Source: an optimization exercise on an open RTL-to-GDS flow (aim: small area and few clock cycles per item). Production flows keep margins and buffers that such runs may drop. No functional check of the RTL was part of any run shown here. Power is estimated from default activity; no workload was simulated.

==> flow/design.v, too long to show whole: its modules and the start of the top module <==
// module fpu_mul_lopd48: 15 lines
// module fpu_mul_prenorm_pipe: 84 lines
// module fpu_mul_mant_mul: 1679 lines
// module fpu_mul_mant_fin: 27 lines
// module fpu_mul_fa: 4 lines
// module fpu_mul_ha: 4 lines
// module fpu_mul_hac: 4 lines
// module fpu_mul_bx: 3 lines
// module fpu_mul_bs: 3 lines
module fpu_mul_prenorm_pipe #(
  parameter int SIZE_DATA = 8,
  parameter int SIZE_MANT = 24,
  parameter int SIZE_LOPD = 8,
  parameter int BIAS      = 127
) (
  input  logic                   i_clk,
  input  logic                   i_rst_n,
  input  logic                   i_valid,
  output logic                   o_ready,
  input  logic [31:0]            i_data_a,
  input  logic [31:0]            i_data_b,
  output logic                   o_valid,
  input  logic                   i_ready,
  output logic                   o_sign,
  output logic [SIZE_DATA-1:0]   o_data_exp,
  output logic                   o_exp_oor,
  output logic [2*SIZE_MANT-1:0] o_mant_prod,
  output logic                   o_ov_flag,
  output logic                   o_un_flag,
  output logic [SIZE_LOPD-1:0]   o_one_pos,
  output logic                   o_zero_flag
);
  // ...
==> flow/flow/run.sh <==
#!/bin/bash
# Standard layout, with power recovery (downsizing of cells off the critical
# paths) after global routing.
set -euo pipefail
bash standard.sh RECOVER_POWER=100 finish > make_finish.log 2>&1
==> flow/standard.sh <==
#!/bin/bash
# synth_recipe.tcl (not shown) runs the flow's synth.tcl, then flattens the netlist and writes it again
# the make line also repeats each setting of config.mk as NAME=value (left out here)
make -C /OpenROAD-flow-scripts/flow DESIGN_CONFIG=/design/flow/config.mk WORK_HOME=/design/flow/orfs CLKGATE_MAP_FILE= SYNTH_SCRIPT=/design/flow/synth_recipe.tcl "${@:-finish}"
==> flow/config.mk <==
export PLATFORM = sky130hd
export DESIGN_NAME = fpu_mul_prenorm_pipe
export DESIGN_NICKNAME = fpu_mul_prenorm_pipe
export VERILOG_FILES = /design/flow/design.v
export SDC_FILE = /design/flow/constraint.sdc
export NUM_CORES = 4
export LEC_CHECK = 0
export CAP_MARGIN = 20
export CORE_MARGIN = 2
export CORE_UTILIZATION = 40
export SLEW_MARGIN = 20
export SYNTH_HIERARCHICAL = 1
export SYNTH_MINIMUM_KEEP_SIZE = 0
==> flow/constraint.sdc <==
create_clock -name core_clock -period 8.0 [get_ports {i_clk}]
set_input_delay 1.6000 -clock core_clock [delete_from_list [all_inputs] [get_ports {i_clk}]]
set_output_delay 1.6000 -clock core_clock [all_outputs]
set_load 0.01 [all_outputs]
==> impl.org, run 1 <==
** Timing
- Final number of setup-violating endpoints :: 0
- The max-slew violation total from the final report came to 67.
- At the pin with the least slew margin, the transition time is around 3.6 ns.

** Floorplan
- For this configuration, the core starts out at a cell density of 0.404.
- Count of inserted tapcells :: 592
- Width of the chip :: around 210 um

** Worst setup path
- WP data required :: between 8 and 9 ns
- Launching element of the worst setup path :: i_data_b[15]
- In this design, the critical path's most frequently occurring cell is fa_1.
- The critical path ends at r_sn[35]$_DFFE_PP_.

** GRT
- GR met2 Demand/Resource :: 0.376
- After global routing the overflow that remains totals 0.
- Most crowded layer after global routing :: met2

** Pwr
- Of the total power, the share spent switching nets is 0.487.
- Power, Total :: 9.21 mW
- Power consumed by sequential cells :: 1.23 mW

** Final layout
- Filler cells :: approximately 4k
- Largest registers :: r_sn x48, r_exp x8, r_gn x8
- Non-clock buffer count in the final layout :: 251
- Most frequent standard cell in the layout excluding fill and tap cells :: a22oi_2

** Run status
- Violated Checks :: capacitance limit, slew limit
- Run status :: complete, but fails checks

** Job
- Across the run, the number of max-cap violations was 1.

** Clocking
- Root buffer selected by CTS :: clkbuf_16

** Placement
- In this run, placement finished with an instance count of approximately 2.4k.
==> run 2, diff against run 1 <==
==> flow/run.sh (new file) <==
#!/bin/bash
# synth_recipe.tcl (not shown) runs the flow's synth.tcl, then flattens the netlist and writes it again
# the make line also repeats each setting of config.mk as NAME=value (left out here)
make -C /OpenROAD-flow-scripts/flow DESIGN_CONFIG=/design/flow/config.mk WORK_HOME=/design/flow/orfs CLKGATE_MAP_FILE= SYNTH_SCRIPT=/design/flow/synth_recipe.tcl finish
removed: flow/flow/run.sh
removed: flow/standard.sh
==> run 2 against run 1 <==
Against the previous run: now clean on timing, DRC and antenna; sequential share of layout area is essentially flat; maximum frequency increased by 1.1%; wire length is 0.10% lower; design area is 0.18% higher; via count grew 0.18%; clock skew rose by 0.00078 ns; critical path type unchanged; critical endpoint unchanged; largest cell class unchanged.
==> impl.org, run 2 <==
** Run status
- Run status: complete, no violations (was complete, but fails checks).

** Synth
- Instance count of the mapped netlist :: 1,544 (unchanged)
- The total of warnings raised by yosys was 8 (unchanged).
- Per-instance average area after synthesis :: 11.5 um2 (unchanged)
- Area of the mapped netlist :: 17,800 um2 (unchanged)

** Clocking
- Number of H-tree levels :: 3 (unchanged)
- Post-CTS sizing :: 0 (unchanged)
- The CTS buffer count came to 9 (unchanged).
- Reg clk slew, reported paths :: 0.06 ns (about the same)
- The number of buffers added to fix hold violations after cts came to 0 (unchanged).
- The clock root buffer is clkbuf_16 (unchanged).
- The sink count of the clock tree is 67 (unchanged).
- Buffer levels on the longest clock path :: 2 (unchanged)
- TritonCTS clock tree :: built (unchanged)
- The clock insertion delay at the later pin of the skew report is 0.35 ns (was 0.34 ns).
- The setup fix buffers added after clock tree synthesis came to 0 (unchanged).

** Timing
- Transition time at the pin with the least slew margin :: 0.876 ns (was 3.59 ns)
- The post-route clock skew came to 0.00682 ns (was 0.00604 ns).
- The fmax came to 0.134 GHz (was 0.133 GHz).
- The final period demand of the worst path came to 7.44 ns (was 7.52 ns).
- Worst slew margin :: 0.416 (was -1.39)
- Final hold violations :: 0 (unchanged)
- The max-slew violation total from the final report came to 0 (was 67).
- TNS Setup :: 0 ns (unchanged)
- The total setup violations reported at the end of the flow was 0 (unchanged).
- RSZ-0062 raised after global routing: no (unchanged).
- The final cycle utilization of the critical path was 0.930 (was 0.940).

** Worst setup path
- Reg-to-reg setup timing slack :: 6.29 ns (was 4.34 ns)
- Endpoint arrival time on the critical path :: 7.53 ns (was 7.61 ns)
- The required time at the worst-slack endpoint came to 8.09 ns (about the same).
- Kind of start point of the critical path :: input pin (unchanged)
- Crit end category :: flip-flop (unchanged)
- The largest fanout of any net on the critical path was 13 (unchanged).
- The critical path start-end classification was in -> reg (unchanged).

** Routing
- Number of remaining DRC errors :: 0 (unchanged)
- Vias after detailed routing :: 13.0k (about the same)
- The post-detailed-route wirelength per cell came to 22.2 um (about the same).
- Detailed Routing Iterations Pass 1 :: 5 (unchanged)
- The routed wire length is 52,800 um (about the same).
- The final antenna-violating net count is 0 (unchanged).
- The via-per-instance ratio was 5.47 (was 5.46).
- Iteration-0 DRC Markers :: 955 (was 905)

** GRT
- The remaining global-route overflow is 0 (unchanged).
- Vias in the first global route :: 13.8k (unchanged)
- The largest net degree at the start of global routing was 67 (unchanged).
- The initial antenna violation count is 0 (unchanged).
- The global-route wire length before repair came to 81,500 um (unchanged).
- The global routing usage summed across all routing layers came to 0.231 (unchanged).

** Floorplan
- Core Region :: 44,000 um2 (unchanged)
- Number of ports placed on the die boundary :: 139 (unchanged)
- Overall die height :: 215 um (unchanged)
- Cell row count :: 77 (unchanged)
- The die width came to 215 um (unchanged).
- Die Footprint :: 46,100 um2 (unchanged)
- The starting density of the core was 0.404 (unchanged).

** Final layout
- The flip-flop count of the largest register, all copies and words added was 48 (unchanged).
- Largest registers :: r_sn x48, r_exp x8, r_gn x8 (unchanged)
- The final net count came to 2,230 (unchanged).
- Share of layout cells above drive strength 1 :: 0.256 (was 0.251)
- Commonest non-fill, non-tap cells in the layout: a22oi_2 (300), fa_1 (296), xor2_1 (284), inv_1 (210), clkdlybuf4s50_1 (135) (was a22oi_2 (297), fa_1 (296), xor2_1 (284), inv_1 (210), buf_4 (103)).
- Antenna Diode Count :: 0 (unchanged)
- Most frequent standard cell in the layout excluding fill and tap cells :: a22oi_2 (unchanged)
- The final instance area was 21,100 um2 (about the same).
- The register with the highest flop count is r_sn (unchanged).
- The relative area change from synthesis to final layout came to 18.7% (was 18.5%).
- The share of the core filled with cells in the final layout came to 0.479 (was 0.478).

** Hold path
- Worst min path class :: reg -> reg (unchanged)

** Placement
- Standard cell area after detailed placement :: 20,800 um2 (unchanged)
- The count of input and output buffers was 136 (unchanged).
- Routability congestion estimate :: 0.921 (unchanged)
- The placed wire-length estimate after detailed placement was 44,700 um (unchanged).

** Pwr
- The leakage power of the design came to 8.12 nW (was 8.14 nW).
- Power per cell area :: 441 nW/um2 (was 437 nW/um2)
- The peak supply drop was 307 uV (about the same).
- The final total power came to 9.30 mW (was 9.21 mW).

** Job
- The number of max-cap violations is 0 (was 1).
-- run 2: worst paths after layout --
path,startpoint,end,cells after the start
setup / recovery,i_data_b[15],r_sn[35]$_DFFE_PP_,18
hold / removal,r_valid$_DFFE_PN0N_,r_valid$_DFFE_PN0N_,2
setup reg to reg,r_valid$_DFFE_PN0N_,r_sn[9]$_DFFE_PP_,3
hold reg to reg,r_valid$_DFFE_PN0N_,r_valid$_DFFE_PN0N_,2
max in group asynchronous,i_rst_n,r_valid$_DFFE_PN0N_,1
min in group asynchronous,i_rst_n,r_valid$_DFFE_PN0N_,1
-- run 2: layout make-up --
class	count	area, um2
Inverter	210	788
Timing Repair Buffer	251	2340
Sequential cell	67	2010
Multi-Input combinational cell	1244	14900
Tap cell	592	741
Fill cell	4094	22900
Clock buffer	11	233
Clock inverter	5	77.6
-- run 2: per-stage QoR --
| stage | instances | setup slack [ns] | hold WS, ns |
|---|---|---|---|
| 6_report | 2380 | 0.561 | 0.535 |
| 5_1_grt | 2380 | 0.341 | 0.576 |
| 4_1_cts | 2380 | 0.544 | 0.537 |
| 3_5_place_dp | 2364 | 0.150 | 0.523 |
| 3_3_place_gp | 2364 | 0.288 | 0.506 |
| 2_1_floorplan | 1546 | 0.144 | 0.622 |
-- run 2: power breakdown --
| group | switching, mW | internal, mW | total (mW) |
|---|---|---|---|
| Combinational | 4.25 | 3.41 | 7.65 |
| Sequential | 0.111 | 1.12 | 1.23 |
| Clock | 0.148 | 0.272 | 0.419 |
-- run 2: per-layer routing --
metal	GRT usage	vias up	wire, um
met2	0.376	394	24400
met5	0	-	0
met1	0.323	6730	24400
met4	0.0646	0	1220
met3	0.0301	51	2740
li1	-	5838	-
-- run 2: critical path, stage by stage --
cell             delay [ns]
clkdlybuf4s50_1        0.55
ha_1                   0.26
and2b_1                0.35
buf_4                  0.30
xor2_1                 0.27
a22oi_2                0.13
fa_1                   0.48
fa_1                   0.44
fa_1                   0.46
fa_1                   0.46
fa_1                   0.37
inv_1                  0.07
ha_1                   0.15
inv_1                  0.05
fa_1                   0.37
fa_1                   0.39
fa_1                   0.40
fa_1                   0.44

-- afterwards: timing with drivers on the ports --
How much do the figures lean on ideal ports? The routed layouts below were timed once more, with nothing changed but the port constraints.
Step 1 assumes that a clkbuf_16 drives the clock port and a buf_2 every other input.
Step 2 moves the port delays by t, midway between the first and last clock arrival at a register: inputs arrive t later, outputs are due t later. That takes back most of the time a late clock gives input paths.
Three values: ideal ports, drivers, drivers and shift; two values: the first two.
run	t, ns	setup slack, ns	slew at the worst register clock pin (ns)
run 1	0.386	0.478 / 0.501 / 0.115	0.06 / 0.06
run 2	0.389	0.561 / 0.581 / 0.192	0.06 / 0.06
The setup slack of run 2, which loses most, moves by +0.020 ns with the drivers and by -0.369 ns with both steps.
